Source: an optimization exercise on an open RTL-to-GDS flow (aim: small area). Production flows keep margins and buffers that such runs may drop.
In this exercise RTL edits were held to simulation tests only and were not proved equivalent to the original.
Power figures rest on the tool's default switching activity, not on a simulated workload.

$ cat flow/run.sh
#!/bin/bash
# Layout flow: the standard ORFS flow, with two changes:
#  - port buffers use sky130_fd_sc_hd__buf_1 (every port still gets a buffer);
#  - clock tree sinks are clustered in larger groups and no dummy loads are
#    added, so the tree needs fewer buffers.
# make's full output goes to flow_make.log; ORFS keeps each step's log under
# orfs/logs/.
set -euo pipefail
bash standard.sh \
   "BUFFER_PORTS_ARGS=-buffer_cell sky130_fd_sc_hd__buf_1" \
   "CTS_ARGS=-sink_clustering_enable -repair_clock_nets -dont_use_dummy_load -sink_clustering_size 30 -sink_clustering_max_diameter 120" \
   finish > flow_make.log 2>&1
$ cat standard.sh
#!/bin/bash
# synth_recipe.tcl (not shown) runs the flow's synth.tcl, then flattens the netlist and writes it again
# the make line also repeats each setting of config.mk as NAME=value (left out here)
make -C /OpenROAD-flow-scripts/flow DESIGN_CONFIG=/design/flow/config.mk WORK_HOME=/design/flow/orfs CLKGATE_MAP_FILE= SYNTH_SCRIPT=/design/flow/synth_recipe.tcl "${@:-finish}"
$ cat config.mk
export PLATFORM = sky130hd
export DESIGN_NAME = dual_axis_pd_velocity_loop
export DESIGN_NICKNAME = dual_axis_pd_velocity_loop
export VERILOG_FILES = /design/flow/design.v
export SDC_FILE = /design/flow/constraint.sdc
export NUM_CORES = 4
export LEC_CHECK = 0
export CAP_MARGIN = 20
export CORE_MARGIN = 2
export CORE_UTILIZATION = 40
export SLEW_MARGIN = 20
$ cat constraint.sdc
create_clock -name core_clock -period 11.0 [get_ports {clock}]
set_input_delay 2.2000 -clock core_clock [delete_from_list [all_inputs] [get_ports {clock}]]
set_output_delay 2.2000 -clock core_clock [all_outputs]
set_load 0.01 [all_outputs]
$ cat design.v
package pdvl_pkg;
   localparam int CmdW     = 16;
   localparam int VelW     = 16;
   localparam int GainW    = 24;
   localparam int ScaleW   = 32;
   localparam int CsrIdxW  = 3;
   localparam int CsrDataW = 32;
endpackage
import pdvl_pkg::*;
module dual_axis_pd_velocity_loop (
   input  logic                   clock,
   input  logic                   reset,
   input  logic                   req_valid,
   output logic                   req_ready,
   input  logic [CmdW-1:0]        req_cmd_x,
   input  logic [CmdW-1:0]        req_cmd_y,
   input  logic [VelW-1:0]        req_vel_x,
   input  logic [VelW-1:0]        req_vel_y,
   output logic                   rsp_valid,
   input  logic                   rsp_ready,
   output logic [CmdW-1:0]        rsp_out_x,
   output logic [CmdW-1:0]        rsp_out_y,
   output logic                   rsp_clipped,
   input  logic                   csr_valid,
   output logic                   csr_ready,
   input  logic [CsrIdxW-1:0]     csr_index,
   input  logic [CsrDataW-1:0]    csr_data
);
   localparam int W = 26;
   typedef enum logic [2:0] {
      S_IDLE,    
      S_AW,      
      S_A0,      
      S_AI,      
      S_A1,      
      S_BI,      
      S_B,       
      S_O        
   } state_t;
   logic signed [GainW-1:0]  kp_x, kp_y, kd_x, kd_y;
   logic [ScaleW-1:0]        sc_x, sc_y;
   logic [4:0]               ph_x, ph_y;
   logic                     den;
   state_t                   st;
   logic                     axis, lap, first;
   logic [4:0]               g;
   logic [31:0]              ring;
   logic                     prev_ok;
   logic signed [W-1:0]      acc;
   logic                     ovf_e, brw;
   logic [CmdW-1:0]          rsp_x_q, rsp_y_q;
   logic                     clip_q, rsp_v_q;
   logic [CsrDataW-1:0] wdat;
   logic [7:0]          wld;
   assign csr_ready = 1'b1;
   assign wdat      = reset ? '0 : csr_data;
   always_comb begin
      for (int i = 0; i < 8; i++)
         wld[i] = reset | (csr_valid && csr_index == 3'(i));
   end
   always_ff @(posedge clock) begin
      if (wld[0]) kp_x <= wdat[GainW-1:0];
      if (wld[1]) kp_y <= wdat[GainW-1:0];
      if (wld[2]) kd_x <= wdat[GainW-1:0];
      if (wld[3]) kd_y <= wdat[GainW-1:0];
      if (wld[6]) den  <= reset | csr_data[0];
      sc_x <= wld[4] ? wdat : {sc_x[0], sc_x[ScaleW-1:1]};
      sc_y <= wld[5] ? wdat : {sc_y[0], sc_y[ScaleW-1:1]};
      ph_x <= wld[4] ? 5'd0 : ph_x + 5'd1;
      ph_y <= wld[5] ? 5'd0 : ph_y + 5'd1;
   end
   logic [4:0]              ph;
   logic                    sbit;
   assign ph   = axis ? ph_y : ph_x;
   assign sbit = axis ? sc_y[0] : sc_x[0];
   state_t     st_n;
   logic       axis_n, lap_n;
   logic [4:0] g_n, ph_n;
   logic       q_avel, q_cmd, q_bkd, q_bkp, q_neg, q_shift, q_sat, q_j15;
   assign g_n = g + 5'd1;
   always_comb begin
      st_n   = st;
      axis_n = axis;
      lap_n  = lap;
      case (st)
         S_IDLE: begin
            axis_n = 1'b0;
            if (req_valid && !rsp_v_q) st_n = S_AW;
         end
         S_AW:   if (ph == 5'd31) st_n = S_A0;
         S_A0:   if (ph == 5'd16) st_n = S_AI;
         S_AI:   if (ph == 5'd15) st_n = S_A1;
         S_A1:   if (ph == 5'd31) st_n = S_BI;
         S_BI: begin
            lap_n = 1'b0;
            if (g == 5'd31) st_n = S_B;
         end
         S_B: begin
            if (g == 5'd31) lap_n = 1'b1;
            if (lap && g[1]) st_n = S_O;
         end
         default: begin
            axis_n = 1'b1;
            st_n   = axis ? S_IDLE : S_AW;
         end
      endcase
      if (reset) st_n = S_IDLE;
      ph_n = (axis_n ? ph_y : ph_x) + 5'd1;
   end
   always_ff @(posedge clock) begin
      q_avel  <= (st_n == S_A0 && !ph_n[4]) || st_n == S_A1;
      q_cmd   <= (st_n == S_A0 && ph_n[4]) || (st_n == S_B && lap_n && g_n[1]);
      q_bkd   <= st_n == S_B && !(lap_n && g_n[1]) && (g_n[0] == axis_n);
      q_bkp   <= st_n == S_B && !(lap_n && g_n[1]) && (g_n[0] != axis_n);
      q_neg   <= (st_n == S_A0 && !ph_n[4]) || (st_n == S_A1 && ph_n != 5'd31) ||
                 (st_n == S_B && lap_n && !g_n[1]);
      q_shift <= (st_n == S_A0 && !ph_n[4]) || st_n == S_A1 ||
                 (st_n == S_B && !lap_n && g_n[0]);
      q_sat   <= g_n[4:1] != 4'd15 && !lap_n;
      q_j15   <= g_n[4:1] == 4'd15;
   end
   logic       ej, pj, dj, bnext, b16;
   assign ej    = (ovf_e && q_sat) ? ~rsp_y_q[15] : rsp_y_q[0];
   assign pj    = ring[0] & prev_ok;
   assign dj    = lap ? brw : (ej ^ pj ^ brw);
   assign bnext = (~ej & pj) | (~(ej ^ pj) & brw);
   assign b16   = ej ^ pj ^ bnext;
   logic signed [W-1:0] madd, sum;
   logic [W:0]          cy;
   logic                s_vel, s_cmd, s_kp, s_kd, neg, shift;
   assign s_vel = q_avel & sbit;
   assign s_cmd = q_cmd;
   assign s_kd  = q_bkd & dj & den;
   assign s_kp  = q_bkp & ej;
   assign neg   = q_neg;
   assign shift = q_shift;
   logic sx_vel, sx_cmd, sx_kp, sx_kd, sy_vel, sy_cmd, sy_kp, sy_kd;
   logic signed [W-1:0] vx_w, vy_w, cx_w, cy_w, kpx_w, kpy_w, kdx_w, kdy_w;
   assign sx_vel = s_vel & !axis;
   assign sy_vel = s_vel &  axis;
   assign sx_cmd = s_cmd & !axis;
   assign sy_cmd = s_cmd &  axis;
   assign sx_kp  = s_kp  & !axis;
   assign sy_kp  = s_kp  &  axis;
   assign sx_kd  = s_kd  & !axis;
   assign sy_kd  = s_kd  &  axis;
   assign vx_w   = {{(W-CmdW){req_vel_x[CmdW-1]}}, req_vel_x};
   assign vy_w   = {{(W-CmdW){req_vel_y[CmdW-1]}}, req_vel_y};
   assign cx_w   = {{(W-CmdW){req_cmd_x[CmdW-1]}}, req_cmd_x};
   assign cy_w   = {{(W-CmdW){req_cmd_y[CmdW-1]}}, req_cmd_y};
   assign kpx_w  = W'(kp_x);
   assign kpy_w  = W'(kp_y);
   assign kdx_w  = W'(kd_x);
   assign kdy_w  = W'(kd_y);
   assign madd = (({W{sx_vel}} & vx_w)  | ({W{sy_vel}} & vy_w)  |
                  ({W{sx_cmd}} & cx_w)  | ({W{sy_cmd}} & cy_w)  |
                  ({W{sx_kp}}  & kpx_w) | ({W{sy_kp}}  & kpy_w) |
                  ({W{sx_kd}}  & kdx_w) | ({W{sy_kd}}  & kdy_w)) ^ {W{neg}};
   assign cy[0] = neg;
   for (genvar i = 0; i < W; i++) begin : g_add
      assign sum[i]   = acc[i] ^ madd[i] ^ cy[i];
      assign cy[i+1]  = (acc[i] & madd[i]) | (acc[i] & cy[i]) | (madd[i] & cy[i]);
   end
   logic        hi_same, ovf_a, ovf_o;
   logic [CmdW-1:0] osat;
   assign hi_same = (acc[W-1:15] == '0) || (acc[W-1:15] == '1);
   assign ovf_a   = (acc != {W{rsp_y_q[CmdW-1]}});
   assign ovf_o   = !hi_same;
   assign osat    = ovf_o ? {acc[W-1], {(CmdW-1){~acc[W-1]}}} : acc[CmdW-1:0];
   logic accept;
   assign accept    = (st == S_O) && axis;
   assign req_ready = accept;
   always_ff @(posedge clock) begin
      st   <= st_n;
      axis <= axis_n;
      lap  <= lap_n;
      if (reset) begin
         g       <= '0;
         rsp_v_q <= 1'b0;
         prev_ok <= 1'b0;
      end else begin
         g <= g_n;
         if (accept) rsp_v_q <= 1'b1;
         else if (rsp_ready) rsp_v_q <= 1'b0;
         if (accept && den) prev_ok <= 1'b1;
      end
   end
   always_ff @(posedge clock) begin
      first <= (st == S_A1);
      if (st == S_AW) acc <= W'(16'h7fff);
      else if (st == S_BI) acc <= W'(32'h8000);
      else if (shift) acc <= sum >>> 1;
      else acc <= sum;
      if (st == S_BI && first) ovf_e <= ovf_a;
      if (st == S_BI) brw <= 1'b0;
      else if (q_bkd && !lap) brw <= q_j15 ? b16 : bnext;
      ring <= {(q_bkd && !lap && den) ? ej : ring[0], ring[31:1]};
      if (st == S_O && !axis) rsp_x_q <= osat;
      if (st == S_A1) rsp_y_q <= {sum[0], rsp_y_q[CmdW-1:1]};
      else if (st == S_BI && first) rsp_y_q[CmdW-1] <= acc[W-1];
      else if (st == S_B && q_shift) rsp_y_q <= {rsp_y_q[CmdW-1], rsp_y_q[CmdW-1:1]};
      else if (accept) rsp_y_q <= osat;
      if (st == S_IDLE && !rsp_v_q) clip_q <= 1'b0;
      else if (st == S_BI && first) clip_q <= clip_q | ovf_a;
      else if (st == S_O) clip_q <= clip_q | ovf_o;
   end
   assign rsp_valid   = rsp_v_q;
   assign rsp_out_x   = rsp_x_q;
   assign rsp_out_y   = rsp_y_q;
   assign rsp_clipped = clip_q;
endmodule
==> results by group, run 1 <==
Timing
  • Clock Skew: 0.0326 ns
  • Final Critical Period: approximately 11 ns
  • Fin Hold WS: 0.335 ns
  • Fin crit share: around 98%
  • # setup viols final: 0
  • Final Hold Vio Count: 0
  • Final setup margin: 0.222 ns
  • Max_slew headroom: 37.3%
  • Slew at the pin with the worst max-slew slack: 0.940 ns
  • Slew Viols, Final: 0
  • RSZ-0062 raised after global routing: true
  • FMAX: approximately 93 MHz

Logic synthesis
  • Yosys warns: 1
  • Syn avg cell area: 11.5 um2
  • Post-synth EDFFs: 130
  • Syn nets: 1155
  • Cells after Synth: 1021
  • Post-synthesis simple-gate area fraction: 12.6%
  • Adder-cell share of the synthesized area: 4.84%
  • Sequential fraction of the synthesis area: 59.4%
  • Top cells by area, synth: edfxtp_1 (33%), dfxtp_1 (26%), nand2_1 (5.1%)
  • Yosys top cell by area: edfxtp_1
  • Post-synth top flop: dfxtp_1
  • Synthesized flop and latch total: 285
  • Mapped cell area: 11800 um2
  • Yosys cell types: 55
  • Mux contribution to synthesized area: 5.07%
  • Most frequent cell after synthesis: nand2_1
  • Top cell type's share of synthesized area: 33.1%
  • Asr flop ratio synth: 0%
  • Most frequent cells after synthesis: nand2_1 (161), dfxtp_1 (155), edfxtp_1 (130)
  • Largest family of logic cells by synthesized area: simple AND/OR/NAND/NOR gates
  • Synth Area in Compound Gates: 12.1%
  • Synth Area in XOR/XNOR: 2.87%

Power and ir drop
  • Flop pwr share: 65.4%
  • Peak VDD IR: 0.000143 V
  • Combinational share of power: 5.8%
  • P_sw: 0.384 mW
  • Leak pwr: 4.50 nW
  • Switching part of the total power: 21.4%
  • Clk network pwr share: 28.9%
  • Pwr Total: 1.79 mW
  • Pwr Density: 136 nW/um2
  • Internal power: ~1.4 mW

Clocking
  • Skew-Pair Late Insertion Delay: 0.48 ns
  • Postcts setup bufs: 0
  • Clock-pin transition on the worst setup and hold timing paths: 0.11 ns
  • CTS buffer count: 13
  • CTS H-Tree Depth: 1
  • # resized after CTS: 0
  • CTS root buf: clkbuf_16
  • Sink Count: 285
  • CTS tree: done
  • Hold buffers post-CTS: 0
  • Clk buf depth: 3

Routing
  • Via count: between 7000 and 8000
  • Remaining antenna violation count: 0
  • Drt wl/cell: about 17 um
  • Initial DRC count: 401
  • Total wire length: 25900 um
  • Detailed-route DRC error count: 0
  • Drt via density: between 5 and 6
  • DR pass1 iterations: 5

Placed design
  • Placed cells: 1502
  • Placement Setup Slack: -0.500 ns
  • Final HPWL DP: 18200 um
  • Port Buf Inserts: 138
  • GPL Wtd Cong: about 0.78

Floorplanning
  • Row Count: 62
  • DIE WIDTH: 176 um
  • Core area: 28900 um2
  • IO Pins: 140
  • Die ar.: 30900 um2
  • Chip height: 176 um
  • Initial Util: between 40 and 50%

Worst hold path
  • Hold Crit Class: reg2reg

Final layout
  • # fillers: 2766
  • Non-Filler Instances: 1516
  • Register area: 7010 um2
  • N_diodes: 0
  • Final nets: 1268
  • Area of the multi-input gates: 4550 um2
  • Area grow syn2layout: 11.8%
  • Share of post-route cells with drive strength above 1: 10.4%

Setup path
  • CP required: 11.39 ns
  • WP data arrival: between 10 and 15 ns
  • Crit-path max FO: 2
  • Critical Setup Path Class: in2reg
  • Critical Path Source Type: primary input
  • Slowest stage cell, crit path: fa_2
  • Slowest stage delay, CP: 0.37 ns
  • Crit-path most repeated cell: fa_2
  • Setup crit end kind: flip-flop

Global routing
  • Antenna violations before repair: 1
  • Largest net degree at the start of global routing: between 90 and 100
  • Vias in the first global route: 7785
  • Total track usage: 16.8%
  • First-pass GRT wire length: 41600 um
  • GRT overflow: 0

Status
  • Outcome: timing/DRC/antenna clean

Flow run
  • Max cap viols: 0
path summary, 6_finish.rpt:
| path | start | endpoint | slack (ns) | cells past startpoint |
|---|---|---|---|---|
| worst max-delay path | req_cmd_x[0] | acc[24] | 0.22 | 36 |
| worst min-delay path | ring[15] | ring[14] | 0.33 | 0 |
| worst max register to register | rsp_y_q[0] | acc[24] | 0.41 | 39 |
| worst min register to register | ring[15] | ring[14] | 0.33 | 0 |
sequential cells by signal (all words and copies together) (netlist names), 3 cells and up:
name / count
sc_y: 32
kp_x: 24
g: 5
kp_y: 24
st: 3
ph_x: 5
ring: 32
sc_x: 32
rsp_y_q: 16
rsp_x_q: 16
kd_x: 24
acc: 26
ph_y: 5
kd_y: 24
stage by stage:
step                instance area (um2)  setup TNS [ns]  util (%)
finish                            13200               0      45.7
global placement                  12800           -1.31      44.3
CTS                               13100               0      45.5
floorplan                         11800               0         -
global route                      13200          -0.256      45.7
detailed placement                12800           -1.65      44.3
worst max-delay path, delay by kind of cell:
| family | cells | cell delay (ns) |
|---|---|---|
| fa+ha+maj | 24 | 6.93 |
| compound gates | 3 | 0.58 |
| mux | 2 | 0.48 |
| xor+xnor | 2 | 0.37 |
| buf+inv | 4 | 0.34 |
| simple gates | 1 | 0.22 |
logic make-up (layout without fill, tap and decap cells):
kind of cell | Yosys count | in the layout
xor gates and xnor gates | 37 | 37
other | 1 | 1
AOI/OAI and AO/OA | 209 | 209
and+or+nand+nor | 313 | 313
adders and majority gates | 30 | 30
DFF | 285 | 285
muxes | 55 | 55
buffers and inverters | 91 | 202
layout by cell type (no fill, tap or decap), types with 24 or more instances in the layout:
cell type / n
a21oi_1: 90
buf_1: 137
buf_4: 24
dfxtp_1: 155
edfxtp_1: 130
inv_1: 25
mux2_2: 34
nand2_1: 160
nand3_1: 24
nor2b_1: 37
xor2_1: 27
routing by layer:
metal	share of wire [%]	track usage [%]
met2	46	27.0
met1	47	24.0
met5	0.054	0
met4	2.3	4.13
met3	4.8	2.51
area by class of cell:
cell class              count  area share (%)
multi-input cells         645            34.5
flip-flops and latches    285            53.1
well taps                 384            3.64
inverters                  26           0.740
clock buffers              13            2.47
repair buffers            163            5.53
power groups by stage:
stage	Combinational (mW)	Clock (mW)	Sequential, mW
2_1_floorplan	0.0675	0	1.19
3_3_place_gp	0.101	0	1.20
3_5_place_dp	0.103	0	1.20
4_1_cts	0.103	0.539	1.17
5_1_grt	0.116	0.571	1.18
6_report	0.103	0.518	1.17
==> run 2: changes to the inputs <==
==> flow/run.sh (replaced) <==
#!/bin/bash
# Layout flow: the standard ORFS flow (standard.sh), with three changes:
#  - synthesis is synth_recipe.tcl with ABC's script swapped for an
#    area-oriented one (flow/synth_area.tcl, flow/area.abc);
#  - port buffers use sky130_fd_sc_hd__buf_1 (every port still gets a buffer);
#  - clock tree sinks are clustered in larger groups and no dummy loads are
#    added, so the tree needs fewer buffers.
# make's full output goes to flow_make.log; ORFS keeps each step's log under
# orfs/logs/.
set -euo pipefail
export FLOW_WORK="$PWD"
bash standard.sh \
   "SYNTH_SCRIPT=$PWD/flow/synth_area.tcl" \
   "BUFFER_PORTS_ARGS=-buffer_cell sky130_fd_sc_hd__buf_1" \
   "CTS_ARGS=-sink_clustering_enable -repair_clock_nets -dont_use_dummy_load -sink_clustering_size 30 -sink_clustering_max_diameter 120" \
   finish > flow_make.log 2>&1
==> flow/area.abc (new file) <==
strash
&get -n
&fraig -x
&put
dc2
strash
&get -n
&dch -f
&nf -R 1000
&put
==> flow/synth_area.tcl (new file) <==
# The standard synthesis (synth_recipe.tcl, sourced unchanged), with one
# change: ABC maps the combinational logic with an area-oriented script
# (area.abc) instead of ORFS's speed script. Flip-flops are mapped before ABC
# runs, so the registers are the standard synthesis's.
proc abc {args} {
  set i [lsearch $args -script]
  if {$i >= 0} {
    lset args [expr {$i + 1}] [file join $::env(FLOW_WORK) flow area.abc]
  }
  yosys abc {*}$args
}
source [file join $::env(FLOW_WORK) synth_recipe.tcl]
==> results by group, run 2 <==
Status
  • Outcome: timing/DRC/antenna clean (unchanged)

Logic synthesis
  • Top cell type's share of synthesized area: 35.5% (was 33.1%)
  • Post-synth EDFFs: 130 (unchanged)
  • Yosys cell types: 44 (was 55)
  • Sequential fraction of the synthesis area: 63.7% (was 59.4%)
  • Yosys top cell by area: edfxtp_1 (unchanged)
  • Syn avg cell area: 13.6 um2 (was 11.5 um2)
  • Yosys warns: 1 (unchanged)
  • Most frequent cells after synthesis: dfxtp_1 (155), edfxtp_1 (130), a22o_1 (64) (was nand2_1 (161), dfxtp_1 (155), edfxtp_1 (130))
  • Syn nets: 944 (was 1155)
  • Top cells by area, synth: edfxtp_1 (35%), dfxtp_1 (28%), a22o_1 (5.1%) (was edfxtp_1 (33%), dfxtp_1 (26%), nand2_1 (5.1%))
  • Most frequent cell after synthesis: dfxtp_1 (was nand2_1)
  • Cells after Synth: 810 (was 1021)
  • Synthesized flop and latch total: 285 (unchanged)
  • Post-synth top flop: dfxtp_1 (unchanged)
  • Asr flop ratio synth: 0% (unchanged)
  • Mapped cell area: 11000 um2 (was 11800 um2)

Clocking
  • CTS tree: done (unchanged)
  • CTS buffer count: 13 (unchanged)
  • CTS root buf: clkbuf_16 (unchanged)
  • Clk buf depth: 3 (unchanged)
  • Clock-pin transition on the worst setup and hold timing paths: 0.12 ns (was 0.11 ns)
  • CTS H-Tree Depth: 1 (unchanged)
  • Sink Count: 285 (unchanged)
  • Skew-Pair Late Insertion Delay: 0.49 ns (was 0.48 ns)

Setup path
  • R2R depth: 38 (was 39)
  • Crit-path most repeated cell: fa_2 (unchanged)
  • Crit-path max FO: 2 (unchanged)
  • Slowest stage cell, crit path: fa_2 (unchanged)
  • Slowest stage delay, CP: 0.43 ns (was 0.37 ns)
  • Critical Setup Path Class: in2reg (unchanged)
  • WP data arrival: 11.11 ns (was 11.17 ns)
  • Critical Path Source Type: primary input (unchanged)
  • Setup crit end kind: flip-flop (unchanged)
  • CP required: 11.42 ns (was 11.39 ns)

Final layout
  • Largest regs: ring x32, sc_x x32, sc_y x32 (unchanged)
  • Commonest non-fill, non-tap cell in the layout: dfxtp_1 (was nand2_1)
  • Non-Filler Instances: 1328 (was 1516)
  • Area grow syn2layout: 14.2% (was 11.8%)
  • Share of post-route cells with drive strength above 1: 7.70% (was 10.4%)
  • Most frequent cells in the layout: dfxtp_1 (155), buf_1 (137), edfxtp_1 (130) (was nand2_1 (160), dfxtp_1 (155), buf_1 (137))
  • # fillers: 2483 (was 2766)
  • Final nets: 1123 (was 1268)
  • N_diodes: 0 (unchanged)

Timing
  • Fin Hold WS: 0.328 ns (was 0.335 ns)
  • Final setup margin: 0.304 ns (was 0.222 ns)
  • Slew Viols, Final: 0 (unchanged)
  • Fin crit share: 97.2% (was 98.0%)
  • RSZ-0062 raised after global routing: true (unchanged)
  • Clock Skew: 0.0637 ns (was 0.0326 ns)
  • Slew at the pin with the worst max-slew slack: 0.950 ns (was 0.940 ns)
  • Final Critical Period: 10.70 ns (was 10.78 ns)
  • Final Hold Vio Count: 0 (unchanged)
  • # setup viols final: 0 (unchanged)
  • FMAX: 93.5 MHz (was 92.8 MHz)
  • Max_slew headroom: 36.0% (was 37.3%)

Floorplanning
  • DIE WIDTH: 170 um (was 176 um)
  • IO Pins: 140 (unchanged)
  • Chip height: 170 um (was 176 um)
  • Die ar.: 28900 um2 (was 30900 um2)
  • Initial Util: 40.8% (was 40.9%)
  • Row Count: 60 (was 62)
  • Core area: 27000 um2 (was 28900 um2)

Power and ir drop
  • Peak VDD IR: 0.0000818 V (was 0.000143 V)
  • Pwr Density: 146 nW/um2 (was 136 nW/um2)
  • Pwr Total: 1.84 mW (was 1.79 mW)
  • Leak pwr: 4.34 nW (was 4.50 nW)

Placed design
  • Final HPWL DP: 18100 um (was 18200 um)
  • Placed cells: 1313 (was 1502)
  • Port Buf Inserts: 138 (unchanged)
  • GPL Wtd Cong: 0.869 (was 0.776)
  • Placement Setup Slack: -0.457 ns (was -0.500 ns)

Routing
  • Via count: 7209 (was 7860)
  • Drt wl/cell: 19.4 um (was 17.1 um)
  • Initial DRC count: 685 (was 401)
  • Drt via density: 5.43 (was 5.18)
  • DR pass1 iterations: 6 (was 5)
  • Remaining antenna violation count: 0 (unchanged)
  • Detailed-route DRC error count: 0 (unchanged)
  • Total wire length: 25800 um (was 25900 um)

Worst hold path
  • Hold Crit Class: reg2reg (unchanged)
  • Hold depth: 0 (unchanged)

Global routing
  • Largest net degree at the start of global routing: 54 (was 95)
  • Vias in the first global route: 6968 (was 7785)
  • GRT overflow: 0 (unchanged)
  • First-pass GRT wire length: 40000 um (was 41600 um)
  • Total track usage: 18.0% (was 16.8%)
  • Antenna violations before repair: 0 (was 1)

Flow run
  • Max cap viols: 0 (unchanged)
==> run 2: repair_timing <==
action,4_1_cts,5_1_grt
hold buffers,0,0
buffers inserted,0,2
endpoints found under the setup margin,0,4
resized for setup,0,17
==> run 2: area by class of cell <==
cell class | instances | area, um2 | share of cell area (%)
well taps | 341 | 427 | 3.39
clock buffers | 13 | 325 | 2.59
inverters | 28 | 105 | 0.836
repair buffers | 166 | 729 | 5.80
flip-flops and latches | 285 | 7010 | 55.7
multi-input cells | 495 | 3980 | 31.6
==> run 2: final timing paths <==
path | startpoint | end | slack, ns
max | req_vel_y[0] | acc[24] | 0.30
min | ring[30] | ring[29] | 0.33
max reg2reg | rsp_y_q[15] | acc[24] | 0.41
min reg2reg | ring[30] | ring[29] | 0.33
==> run 2: cell families (layout without fill, tap and decap cells) <==
logic type                 after synthesis  after routing  share of synthesized area (%)
muxes                                   37             37                           3.58
adders and majority gates               30             30                           5.18
buffers and inverters                   30            207                           1.06
xor gates and xnor gates                31             31                           2.47
AOI/OAI and AO/OA                      222            222                           15.7
DFF                                    285            285                           63.7
and+or+nand+nor                        174            174                           8.28
other                                    1              1                         0.0341
==> run 2: critical path: cells and delay by family <==
| family | cells | cell delay (ns) |
|---|---|---|
| multiplexers | 1 | 0.22 |
| AND/OR/NAND/NOR | 2 | 0.27 |
| adder cells (fa/ha/maj) | 24 | 7.38 |
| buffers and inverters | 3 | 0.18 |
| AO/OA/AOI/OAI | 3 | 0.85 |
==> run 2: report_power, final <==
part	switching, mW	total, mW	internal, mW	leakage (nW)
registers	0.0325	1.20	1.17	2.50
logic	0.0691	0.119	0.0497	1.68
clock network	0.308	0.522	0.215	0.160
total	0.409	1.84	1.43	4.34
==> run 2: through the flow <==
stage | util [%] | cell area, um2 | TNS (ns)
2_1_floorplan | - | 11000 | 0
3_3_place_gp | 45.2 | 12200 | -0.865
3_5_place_dp | 45.2 | 12200 | -1.28
4_1_cts | 46.4 | 12500 | 0
5_1_grt | 46.6 | 12600 | -0.158
6_report | 46.6 | 12600 | 0
==> run 2: per-layer routing <==
| layer | vias up | track usage (%) | wire length [um] |
|---|---|---|---|
| met5 | - | 0 | 0 |
| met4 | 0 | 5.20 | 673 |
| met3 | 35 | 2.70 | 1410 |
| met2 | 210 | 27.3 | 11200 |
| met1 | 3481 | 26.8 | 12500 |
| li1 | 3483 | - | - |

[port drivers added, routing unchanged]
The results above use ideal ports. As a check the final layouts listed here were re-extracted and re-timed, cells and wires unchanged. Step 1, drivers: a clkbuf_16 drives clock and a buf_2 each remaining input, both assumed. Step 2 adds t to the input delays and takes it off the output delays; t is the mean of the earliest and latest rising clock arrival at the registers after step 1. Input paths then give back, and output paths get back, about the clock's delay inside the block. Three values: ideal ports, drivers, drivers and shift; two values: the first two.
run	t (ns)	setup slack, ns	worst setup path at the end	slew at the worst register clock pin (ns)
run 1	0.514	0.222 / 0.247 / -0.268	input to register	0.11 / 0.11
run 2	0.516	0.304 / 0.333 / -0.183	input to register	0.12 / 0.12
With both steps, setup timing fails in run 1 and run 2, where it was met with ideal ports. For run 1, which loses most, drivers alone change the setup slack by +0.025 ns; drivers and shift together by -0.490 ns.
